Context: an optimization exercise on an open-source flow, tuned for a short achievable clock period and few clock cycles per item. The choices shown serve that exercise and are no tape-out recipe. At most, simulation tests tie the RTL to the original design; equivalence was not proved. No driver is modelled on the clock port, so clock power and skew are understated where the tree is cut down; a real chip needs a root buffer or a tree. Power is estimated from default activity; no workload was simulated.

==> flow/design.v (excerpt) <==
module dma_write_top (
    input  logic                   clk,
    input  logic                   reset,
    input  logic                   desc_push,
    input  logic [31:0]            desc_control,
    input  logic [31:0]            desc_pkt_begin,
    input  logic [31:0]            desc_pkt_end,
    input  logic [31:0]            desc_write_address,
    output logic                   desc_full,
    input  logic                   data_push,
    input  avalon_pkg::bus_word_t  data_in,
    output logic                   data_full,
    output avalon_pkg::bus_addr_t  avm_address,
    output avalon_pkg::bus_word_t  avm_writedata,
    output logic                   avm_write,
    output avalon_pkg::burst_cnt_t avm_burstcount,
    input  logic                   avm_waitrequest,
    output logic                   busy,
    output logic                   done_irq,
    output logic [15:0]            xfer_count,
    output logic [15:0]            drop_count
);
    localparam int DQ = 4;  
    localparam int XQ = 4;  
    logic        di_v;
    logic        di_irq;
    logic [31:0] di_beg, di_end, di_adr;
    always_ff @(posedge clk) begin
        di_irq <= desc_control[dma_pkg::CTRL_IRQ_EN];
        di_beg <= desc_pkt_begin;
        di_end <= desc_pkt_end;
        di_adr <= desc_write_address;
        if (!reset) di_v <= 1'b0;
        else        di_v <= desc_push && !desc_full;
    end
    logic [21:0] beg_hi, end_hi, hi_x;
    logic [7:0]  beg_w, end_w;
    logic        ck_al, ck_eq, ck_eq1;
    logic [22:0] hi_x_up;
    assign beg_hi  = di_beg[31:10];
    assign end_hi  = di_end[31:10];
    assign beg_w   = di_beg[9:2];
    assign end_w   = di_end[9:2];
    assign hi_x    = beg_hi ^ end_hi;
    assign hi_x_up = {1'b0, hi_x};
    assign ck_al   = (di_beg[1:0] == 2'b00) && (di_end[1:0] == 2'b00);
    assign ck_eq   = (hi_x == 22'd0);
    always_comb begin
        ck_eq1 = hi_x[0];
        for (int i = 0; i < 22; i++) begin
            ck_eq1 = ck_eq1 && !(hi_x_up[i+1] ^ (hi_x[i] && beg_hi[i]));
        end
    end
    logic [4:0] cnt_lo;
    assign cnt_lo = {1'b0, end_w[3:0]} - {1'b0, beg_w[3:0]};
    logic [7:0] w_x;
    logic       ck_one;
    assign w_x = beg_w ^ end_w;
    always_comb begin
        ck_one = w_x[0];
  ...
Settings: LEC_CHECK=0, CAP_MARGIN=20, CORE_MARGIN=2, CORE_UTILIZATION=40, SETUP_SLACK_MARGIN=3.5, SLEW_MARGIN=20; clock period 5.0 ns.
standard.sh (not shown) runs the stock make flow with config.mk's settings and CLKGATE_MAP_FILE= SYNTH_SCRIPT=/design/flow/synth_recipe.tcl, a recipe that flattens the netlist after the stock synthesis.
==> flow/flow/run.sh <==
#!/bin/bash
# The standard layout, except that the clock tree is built by flow/pre_cts.tcl.
# ORFS writes each step's log under orfs/logs; make's own output goes to standard_flow.log.
set -euo pipefail
export PRE_CTS_TCL="$PWD/flow/pre_cts.tcl"
bash standard.sh > standard_flow.log 2>&1
Other scripts of this flow, unchanged in this note and not shown: flow/flow/clock_tree.tcl, flow/flow/pre_cts.tcl
The starting point completed without violations.
Testbench counts at the start, summed over its fixed seeds: cycles 34,231, items 2,400.
Next try:
--- a/flow/design.v
+++ b/flow/design.v
@@ -287,35 +287,30 @@
     assign w_x = beg_w ^ end_w;
     always_comb begin
         ck_one = w_x[0];
         for (int i = 0; i < 7; i++) begin
             ck_one = ck_one && !(w_x[i+1] ^ (w_x[i] && beg_w[i]));
         end
     end
-    logic        c2_v, c2_irq, c2_al, c2_eq, c2_eq1, c2_gt, c2_lt, c2_ok, c2_one;
+    logic        c2_v, c2_irq, c2_ok, c2_one;
     logic [4:0]  c2_lo;
     logic [3:0]  c2_hi0, c2_hi1;
     logic [7:0]  c2_cnt;
     logic [31:0] c2_adr;
     always_ff @(posedge clk) begin
         c2_irq <= di_irq;
         c2_adr <= di_adr;
         c2_lo  <= cnt_lo;
         c2_hi0 <= end_w[7:4] - beg_w[7:4];
         c2_hi1 <= end_w[7:4] + ~beg_w[7:4];
         c2_one <= ck_one;
-        c2_al  <= ck_al;
-        c2_eq  <= ck_eq;
-        c2_eq1 <= ck_eq1;
-        c2_gt  <= (end_w > beg_w);
-        c2_lt  <= (end_w < beg_w);
+        c2_ok  <= ck_al && ((ck_eq && (end_w > beg_w)) || (ck_eq1 && (end_w < beg_w)));
         if (!reset) c2_v <= 1'b0;
         else        c2_v <= di_v;
     end
-    assign c2_ok  = c2_al && ((c2_eq && c2_gt) || (c2_eq1 && c2_lt));
     assign c2_cnt = {c2_lo[4] ? c2_hi1 : c2_hi0, c2_lo[3:0]};
     function automatic logic [7:0] inc8(input logic [7:0] x);
         for (int i = 0; i < 8; i++) inc8[i] = x[i] ^ (&(x | ~((8'd1 << i) - 8'd1)));
     endfunction
     logic dq_push, c2_drop;
     assign dq_push = c2_v && c2_ok;
     assign c2_drop = c2_v && !c2_ok;
Outcome: Final cell count fell by 3.8%. Design area drops by 7.4%. Setup slack loses 0.067 ns. Sequential share of layout area rose by 4.1 points. Synthesized cell count came out lower by about 1.9%. Total power is lower by about 1.4%. Clock power decreases by about 1%. Worst hold slack barely changes. Via count came out lower by about 5.5%. Fmax falls by 3.5%. Synthesized area fell by 0.37%.
For the second run of this note, only the layout was checked, not whether the RTL still works. No run of this note takes its clock network from TritonCTS; it comes from the design's own scripts or RTL.

* * *

dma_write_top, a different RTL version from the one above (not shown whole).
Size: about 2,400 cells after synthesis, about 1,200 flip-flops, roughly 280 I/O pins, ~38,000 µm² of cells after synthesis.
// dma_write_top
module dma_write_top (
    input  logic                   clk,
    input  logic                   reset,
    input  logic                   desc_push,
    input  logic [31:0]            desc_control,
    input  logic [31:0]            desc_pkt_begin,
    input  logic [31:0]            desc_pkt_end,
    input  logic [31:0]            desc_write_address,
    output logic                   desc_full,
    input  logic                   data_push,
    input  avalon_pkg::bus_word_t  data_in,
    output logic                   data_full,
    output avalon_pkg::bus_addr_t  avm_address,
    output avalon_pkg::bus_word_t  avm_writedata,
    output logic                   avm_write,
    output avalon_pkg::burst_cnt_t avm_burstcount,
    input  logic                   avm_waitrequest,
    output logic                   busy,
    output logic                   done_irq,
    output logic [15:0]            xfer_count,
    output logic [15:0]            drop_count
);
Settings: LEC_CHECK=0, CAP_MARGIN=20, CORE_MARGIN=2, CORE_UTILIZATION=40, SETUP_SLACK_MARGIN=3.5, SLEW_MARGIN=20; clock period 5.0 ns.
run.sh (not shown) runs the stock make flow with config.mk's settings and CLKGATE_MAP_FILE= SYNTH_SCRIPT=/design/flow/synth_recipe.tcl, a recipe that flattens the netlist after the stock synthesis.
Stock flow here: none of the scripts above is used.
Next try:
--- a/flow/design.v
+++ b/flow/design.v
@@ -241,24 +241,24 @@
     output logic                   data_full,
     output avalon_pkg::bus_addr_t  avm_address,
     output avalon_pkg::bus_word_t  avm_writedata,
     output logic                   avm_write,
     output avalon_pkg::burst_cnt_t avm_burstcount,
     input  logic                   avm_waitrequest,
     output logic                   busy,
     output logic                   done_irq,
     output logic [15:0]            xfer_count,
     output logic [15:0]            drop_count
 );
-    localparam int DQ = 8;  
-    localparam int XQ = 8;  
+    localparam int DQ = 4;  
+    localparam int XQ = 4;  
     logic        di_v;
     logic        di_irq;
     logic [31:0] di_beg, di_end, di_adr;
     always_ff @(posedge clk) begin
         di_irq <= desc_control[dma_pkg::CTRL_IRQ_EN];
         di_beg <= desc_pkt_begin;
         di_end <= desc_pkt_end;
         di_adr <= desc_write_address;
         if (!reset) di_v <= 1'b0;
         else        di_v <= desc_push && !desc_full;
     end
@@ -434,23 +434,29 @@
             s_d    <= xh_d;
             s_adr  <= cur_adr;
             s_cnt  <= cur_cnt;
             s_last <= cur_last;
             s_irq  <= cur_irq;
         end
         if (!reset) sv <= 1'b0;
         else        sv <= hold && (sv || fire);
     end
     logic [15:0] xfer_p1;  
     always_ff @(posedge clk) begin
-        if (!hold) begin
+        if (!reset) begin
+            o_d    <= '0;
+            o_adr  <= '0;
+            o_cnt  <= '0;
+            o_last <= 1'b0;
+            o_irq  <= 1'b0;
+        end else if (!hold) begin
             o_d    <= sv ? s_d    : xh_d;
             o_adr  <= sv ? s_adr  : cur_adr;
             o_cnt  <= sv ? s_cnt  : cur_cnt;
             o_last <= sv ? s_last : cur_last;
             o_irq  <= sv ? s_irq  : cur_irq;
         end
         if (!reset) begin
             ov         <= 1'b0;
             busy       <= 1'b0;
             done_irq   <= 1'b0;
             xfer_count <= 16'd0;
The changed run went through all stages and came out clean.
Via count falls by 32%.
Non-clock buffer count falls by 95.
Power falls by 24%.
Cell count falls by 26%.
Maximum frequency rises by 12%.
Core utilization rises by 0.28 points.
Function was not checked in any run of this note: the RTL went through the layout flow alone.

* * *

dma_write_top, a different RTL version from the one above (not shown whole).
For scale: roughly 280 I/O pins.
clock: 5.0 ns
lec_check: 0
cap_margin: 20
core_margin: 2
core_utilization: 55
setup_slack_margin: 3.5
slew_margin: 20
standard.sh (not shown) runs the stock make flow with config.mk's settings and CLKGATE_MAP_FILE= SYNTH_SCRIPT=/design/flow/synth_recipe.tcl, a recipe that flattens the netlist after the stock synthesis.
Scripts as last shown in full above: flow/flow/run.sh
Other scripts of this flow, unchanged in this note and not shown: flow/flow/clock_tree.tcl, flow/flow/pre_cts.tcl
Next try:
--- a/flow/design.v
+++ b/flow/design.v
@@ -283,43 +283,38 @@
     logic [4:0] cnt_lo;
     assign cnt_lo = {1'b0, end_w[3:0]} - {1'b0, beg_w[3:0]};
     logic [7:0] w_x;
     logic       ck_one;
     assign w_x = beg_w ^ end_w;
     always_comb begin
         ck_one = w_x[0];
         for (int i = 0; i < 7; i++) begin
             ck_one = ck_one && !(w_x[i+1] ^ (w_x[i] && beg_w[i]));
         end
     end
-    logic        c2_v, c2_irq, c2_al, c2_eq, c2_eq1, c2_gt, c2_lt, c2_ok, c2_one;
+    logic        c2_v, c2_irq, c2_ok, c2_one;
     logic [4:0]  c2_lo;
     logic [3:0]  c2_hi0, c2_hi1;
     logic [7:0]  c2_cnt;
     logic [31:0] c2_adr;
     always_ff @(posedge clk) begin
         c2_irq <= di_irq;
         c2_adr <= di_adr;
         c2_lo  <= cnt_lo;
         c2_hi0 <= end_w[7:4] - beg_w[7:4];
         c2_hi1 <= end_w[7:4] + ~beg_w[7:4];
         c2_one <= ck_one;
-        c2_al  <= ck_al;
-        c2_eq  <= ck_eq;
-        c2_eq1 <= ck_eq1;
-        c2_gt  <= (end_w > beg_w);
-        c2_lt  <= (end_w < beg_w);
+        c2_ok  <= ck_al && ((ck_eq && (end_w > beg_w)) || (ck_eq1 && (end_w < beg_w)));
         if (!reset) c2_v <= 1'b0;
         else        c2_v <= di_v;
     end
-    assign c2_ok  = c2_al && ((c2_eq && c2_gt) || (c2_eq1 && c2_lt));
     assign c2_cnt = {c2_lo[4] ? c2_hi1 : c2_hi0, c2_lo[3:0]};
     function automatic logic [7:0] inc8(input logic [7:0] x);
         for (int i = 0; i < 8; i++) inc8[i] = x[i] ^ (&(x | ~((8'd1 << i) - 8'd1)));
     endfunction
     logic dq_push, c2_drop;
     assign dq_push = c2_v && c2_ok;
     assign c2_drop = c2_v && !c2_ok;
     logic [15:0] drop_p1;
     logic        drop_p1_ff;
     always_ff @(posedge clk) begin
         if (!reset) begin
@@ -366,26 +361,24 @@
     logic        cur_v, cur_irq, cur_last;
     logic [31:0] cur_adr;
     logic [7:0]  cur_cnt, cur_left;
     logic        sv, s_last, s_irq;
     logic [31:0] s_adr, s_d;
     logic [7:0]  s_cnt;
     logic        ov, ov_i, o_last, o_irq;  
     localparam int NG = 9;                 
     logic [NG-1:0] ov_g, hold_g;
     logic        rst_q;                    
     logic        inc_r;                    
-    logic [31:0] o_adr, o_d;      
+    logic [31:0] o_adr, o_d;
     logic [7:0]  o_cnt;
-    logic [31:0] o_adrq, o_dq;    
-    logic [7:0]  o_cntq;
     logic fire, load, hold, acc;
     assign fire = cur_v && xq_n[0] && !sv;
     assign load = dq_n[0] && (!cur_v || (fire && cur_last));
     assign hold = ov_i && avm_waitrequest;
     assign acc  = ov_i && !avm_waitrequest;
     assign hold_g = ov_g & {NG{avm_waitrequest}};
     always_ff @(posedge clk) begin
         for (int i = 0; i < DQ; i++) begin
             if (dq_push && dq_wp[i]) begin
                 dq_adr[i] <= c2_adr;
                 dq_cnt[i] <= c2_cnt;
@@ -475,39 +468,33 @@
             s_last <= cur_last;
             s_irq  <= cur_irq;
         end
         if (!reset) sv <= 1'b0;
         else        sv <= hold && (sv || fire);
     end
     logic [15:0] xfer_p1;  
     logic        xfer_p1_ff;
     always_ff @(posedge clk) begin
         rst_q <= reset;
         for (int k = 0; k < 4; k++) begin
-            if (!hold_g[k])   o_dq[8*k +: 8]   <= sv ? s_d[8*k +: 8] : xh_d[8*k +: 8];
-            if (!hold_g[4+k]) o_adrq[8*k +: 8] <= sv ? s_adr[8*k +: 8] : cur_adr[8*k +: 8];
-            if (!rst_q) begin
-                o_d[8*k +: 8]   <= '0;
-                o_adr[8*k +: 8] <= '0;
-            end else begin
-                o_d[8*k +: 8]   <= hold_g[k]   ? o_dq[8*k +: 8]
-                                               : (sv ? s_d[8*k +: 8] : xh_d[8*k +: 8]);
-                o_adr[8*k +: 8] <= hold_g[4+k] ? o_adrq[8*k +: 8]
-                                               : (sv ? s_adr[8*k +: 8] : cur_adr[8*k +: 8]);
-            end
-        end
-        if (!rst_q)          o_cnt <= '0;
-        else if (!hold_g[8]) o_cnt <= sv ? s_cnt : cur_cnt;
-        else                 o_cnt <= o_cntq;
-        if (!hold_g[8]) begin
-            o_cntq <= sv ? s_cnt : cur_cnt;
+            if (!rst_q)            o_d[8*k +: 8] <= '0;
+            else if (!hold_g[k])   o_d[8*k +: 8] <= sv ? s_d[8*k +: 8] : xh_d[8*k +: 8];
+            if (!rst_q)            o_adr[8*k +: 8] <= '0;
+            else if (!hold_g[4+k]) o_adr[8*k +: 8] <= sv ? s_adr[8*k +: 8] : cur_adr[8*k +: 8];
+        end
+        if (!rst_q) begin
+            o_cnt  <= '0;
+            o_last <= 1'b0;
+            o_irq  <= 1'b0;
+        end else if (!hold_g[8]) begin
+            o_cnt  <= sv ? s_cnt  : cur_cnt;
             o_last <= sv ? s_last : cur_last;
             o_irq  <= sv ? s_irq  : cur_irq;
         end
         if (!reset) begin
             ov         <= 1'b0;
             ov_i       <= 1'b0;
             ov_g       <= '0;
             busy       <= 1'b0;
             done_irq   <= 1'b0;
             inc_r      <= 1'b0;
             xfer_count <= 16'd0;
After rerunning:
- worst hold slack stays flat
- register-to-register slack got worse by 220 ps
- combinational power falls by 12%
- critical path depth came out higher by 6
- maximum frequency shrinks by 4.4%
- global-route usage came out higher by 0.41 points
- sequential power shrinks by 9.0%
- cell area went down by 9.3%
- die area drops by 5.1%
- area after synthesis shrinks by 5.2%
- wire length shrinks by 6.7%
- utilization went down by 3.3 points
- final cell count falls by 6.4%
- worst setup slack gets worse by 85 ps
No run of this note included a check of the RTL's function; only the layout flow was run. In every run of this note, the design's own scripts or RTL, not TritonCTS, make the clock network.

* * *

## try-fjord
Another version of the RTL of dma_write_top (not shown whole).
Size: about 870 flip-flops, roughly 280 I/O pins, ~29000 um2 of cells after synthesis.
## dma_write_top
module dma_write_top (
    input  logic                   clk,
    input  logic                   reset,
    input  logic                   desc_push,
    input  logic [31:0]            desc_control,
    input  logic [31:0]            desc_pkt_begin,
    input  logic [31:0]            desc_pkt_end,
    input  logic [31:0]            desc_write_address,
    output logic                   desc_full,
    input  logic                   data_push,
    input  avalon_pkg::bus_word_t  data_in,
    output logic                   data_full,
    output avalon_pkg::bus_addr_t  avm_address,
    output avalon_pkg::bus_word_t  avm_writedata,
    output logic                   avm_write,
    output avalon_pkg::burst_cnt_t avm_burstcount,
    input  logic                   avm_waitrequest,
    output logic                   busy,
    output logic                   done_irq,
    output logic [15:0]            xfer_count,
    output logic [15:0]            drop_count
);
==> flow/config.mk <==
export PLATFORM = sky130hd
export DESIGN_NAME = dma_write_top
export DESIGN_NICKNAME = dma_write_top
export VERILOG_FILES = /design/flow/design.v
export SDC_FILE = /design/flow/constraint.sdc
export NUM_CORES = 4
export LEC_CHECK = 0
export CAP_MARGIN = 20
export CORE_MARGIN = 2
export CORE_UTILIZATION = 40
export SETUP_SLACK_MARGIN = 3.5
export SLEW_MARGIN = 20
==> flow/constraint.sdc <==
create_clock -name core_clock -period 5.0 [get_ports {clk}]
set_input_delay 1.0000 -clock core_clock [delete_from_list [all_inputs] [get_ports {clk}]]
set_output_delay 1.0000 -clock core_clock [all_outputs]
set_load 0.01 [all_outputs]
Scripts as last shown in full above: flow/flow/run.sh
Other scripts of this flow, unchanged in this note and not shown: flow/flow/clock_tree.tcl, flow/flow/move_flops.tcl, flow/flow/pre_cts.tcl
diff inputs: try-fjord => try-willow
--- a/flow/design.v
+++ b/flow/design.v
@@ -256,15 +256,15 @@
     logic [31:0] di_beg, di_end, di_adr;
     always_ff @(posedge clk) begin
         di_irq <= desc_control[dma_pkg::CTRL_IRQ_EN];
         di_beg <= desc_pkt_begin;
         di_end <= desc_pkt_end;
         di_adr <= desc_write_address;
         if (!reset) di_v <= 1'b0;
-        else        di_v <= d_inc;
+        else        di_v <= desc_push && !desc_full;
     end
     logic [21:0] beg_hi, end_hi, hi_x;
     logic [7:0]  beg_w, end_w;
     logic        ck_al, ck_eq, ck_eq1;
     logic [22:0] hi_x_up;
     assign beg_hi  = di_beg[31:10];
     assign end_hi  = di_end[31:10];
@@ -312,17 +312,14 @@
         else        c2_v <= di_v;
     end
     assign c2_ok  = c2_al && ((c2_eq && c2_gt) || (c2_eq1 && c2_lt));
     assign c2_cnt = {c2_lo[4] ? c2_hi1 : c2_hi0, c2_lo[3:0]};
     function automatic logic [7:0] inc8(input logic [7:0] x);
         for (int i = 0; i < 8; i++) inc8[i] = x[i] ^ (&(x | ~((8'd1 << i) - 8'd1)));
     endfunction
-    function automatic logic [7:0] dec8(input logic [7:0] x);
-        for (int i = 0; i < 8; i++) dec8[i] = x[i] ^ (&(~x | ~((8'd1 << i) - 8'd1)));
-    endfunction
     logic dq_push, c2_drop;
     assign dq_push = c2_v && c2_ok;
     assign c2_drop = c2_v && !c2_ok;
     logic [15:0] drop_p1;
     logic        drop_p1_ff;
     always_ff @(posedge clk) begin
         if (!reset) begin
@@ -399,18 +396,16 @@
     end
     logic [DQ-1:0] d_up, d_dn1, d_dn2, d_nx0, d_nx1;
     assign d_up  = {d_occ[DQ-2:0], 1'b1};
     assign d_dn1 = {1'b0, d_occ[DQ-1:1]};
     assign d_dn2 = {2'b00, d_occ[DQ-1:2]};
     assign d_nx0 = load ? (c2_drop ? d_dn2 : d_dn1) : (c2_drop ? d_dn1 : d_occ);
     assign d_nx1 = load ? (c2_drop ? d_dn1 : d_occ) : (c2_drop ? d_occ : d_up);
-    logic d_inc, d_full_nx0, d_full_nx1;
-    assign d_inc      = desc_push && !d_occ[DQ-1];
-    assign d_full_nx0 = !load && !c2_drop && desc_full;
-    assign d_full_nx1 = load ? (!c2_drop && desc_full) : (c2_drop ? desc_full : d_occ[DQ-2]);
+    logic d_inc;
+    assign d_inc = desc_push && !desc_full;
     always_ff @(posedge clk) begin
         if (!reset) begin
             dq_wp     <= DQ'(1);
             dq_rp     <= DQ'(1);
             dq_n      <= '0;
             d_occ     <= '0;
             desc_full <= 1'b0;
@@ -419,19 +414,19 @@
             if (load)    dq_rp <= {dq_rp[DQ-2:0], dq_rp[DQ-1]};
             case ({dq_push, load})
                 2'b10:   dq_n <= {dq_n[DQ-2:0], 1'b1};
                 2'b01:   dq_n <= {1'b0, dq_n[DQ-1:1]};
                 default: dq_n <= dq_n;
             endcase
             d_occ     <= d_inc ? d_nx1 : d_nx0;
-            desc_full <= d_inc ? d_full_nx1 : d_full_nx0;
+            desc_full <= d_inc ? d_nx1[DQ-1] : d_nx0[DQ-1];
         end
     end
     logic x_inc;
-    assign x_inc = data_push && !x_occ[XQ-1];  
+    assign x_inc = data_push && !data_full;
     always_ff @(posedge clk) begin
         xi_d <= data_in;
         for (int i = 0; i < XQ; i++) begin
             if (xi_v && xq_wp[i]) xq_d[i] <= xi_d;
         end
     end
     logic [XQ-1:0] x_base;
@@ -450,25 +445,25 @@
             if (fire) xq_rp <= {xq_rp[XQ-2:0], xq_rp[XQ-1]};
             case ({xi_v, fire})
                 2'b10:   xq_n <= {xq_n[XQ-2:0], 1'b1};
                 2'b01:   xq_n <= {1'b0, xq_n[XQ-1:1]};
                 default: xq_n <= xq_n;
             endcase
             x_occ     <= x_inc ? {x_base[XQ-2:0], 1'b1} : x_base;
-            data_full <= x_inc ? x_base[XQ-2] : (!fire && data_full);
+            data_full <= x_inc ? x_base[XQ-2] : x_base[XQ-1];
         end
     end
     always_ff @(posedge clk) begin
         if (load) begin
             cur_adr  <= dh_adr;
             cur_cnt  <= dh_cnt;
             cur_irq  <= dh_irq;
             cur_left <= dh_cnt;
         end else if (fire) begin
-            cur_left <= dec8(cur_left);
+            cur_left <= cur_left - 8'd1;
         end
         if (!reset)    cur_last <= 1'b0;
         else if (load) cur_last <= dh_one;
         else if (fire) cur_last <= (cur_left == 8'd2);
         if (!reset) cur_v <= 1'b0;
         else        cur_v <= load || (cur_v && !(fire && cur_last));
     end
Notes after the runs:
Slowest cell on the critical path: sky130_fd_sc_hd__dfxtp_4 -> try-willow, sky130_fd_sc_hd__or4_4 -> try-fjord. Setup slack: try-willow more than try-fjord. Comparing try-fjord with try-willow, the worst hold margin came out essentially unchanged. Against try-fjord, combinational power in try-willow rose by a little under 10%. Diff try-fjord -> try-willow: mean instance size in the synthesized netlist higher, share of cell area taken by multi-input logic gates saw an increase, vias after detailed routing fell by 300, worst-margin pin slew rose 0.069 ns, final estimated routing congestion in global placement shows an increase of about 2%.
Function was not checked in any run of this note: the RTL went through the layout flow alone. In every run of this note, the design's own scripts or RTL, not TritonCTS, make the clock network.

## port drivers added, routing unchanged
How much do the figures lean on ideal ports? The routed layouts below were timed once more, with nothing changed but the port constraints. Step 1 sets driving cells, clkbuf_16 on the clock port and buf_2 on the other inputs (assumed; they add their load-dependent delay and slew). Step 2 moves the port delays by t, midway between the first and last clock arrival at a register: inputs arrive t later, outputs are due t later. That takes back most of the time a late clock gives input paths. Slacks: ideal / step 1 / step 2; pairs: ideal / step 1.
| run | t, ns | setup slack, ns | slew at the worst register clock pin (ns) | worst slew at a driven data input, ns |
|---|---|---|---|---|
| the first run of note 1 | 0.500 | 3.147 / 3.001 / 2.999 | 0.10 / 0.10 | 0.16 |
| the second run of note 1 | 0.491 | 3.080 / 3.020 / 2.964 | 0.09 / 0.09 | 0.19 |
| the first run of note 2 | 0.774 | 2.626 / 2.556 / 2.642 | 0.07 / 0.07 | 0.08 |
| the second run of note 2 | 0.693 | 2.880 / 2.817 / 2.723 | 0.06 / 0.06 | 0.10 |
| the first run of note 3 | 0.492 | 3.148 / 3.014 / 2.860 | 0.09 / 0.09 | 0.19 |
| the second run of note 3 | 0.485 | 3.063 / 3.024 / 2.831 | 0.09 / 0.09 | 0.16 |
| try-fjord | 0.512 | 3.053 / 3.015 / 2.651 | 0.09 / 0.09 | 0.26 |
| try-willow | 0.512 | 3.148 / 3.003 / 2.893 | 0.09 / 0.09 | 0.10 |
After both steps every run listed still meets setup and hold. The setup slack of try-fjord, which loses most, moves by -0.038 ns with the drivers and by -0.402 ns with both steps.
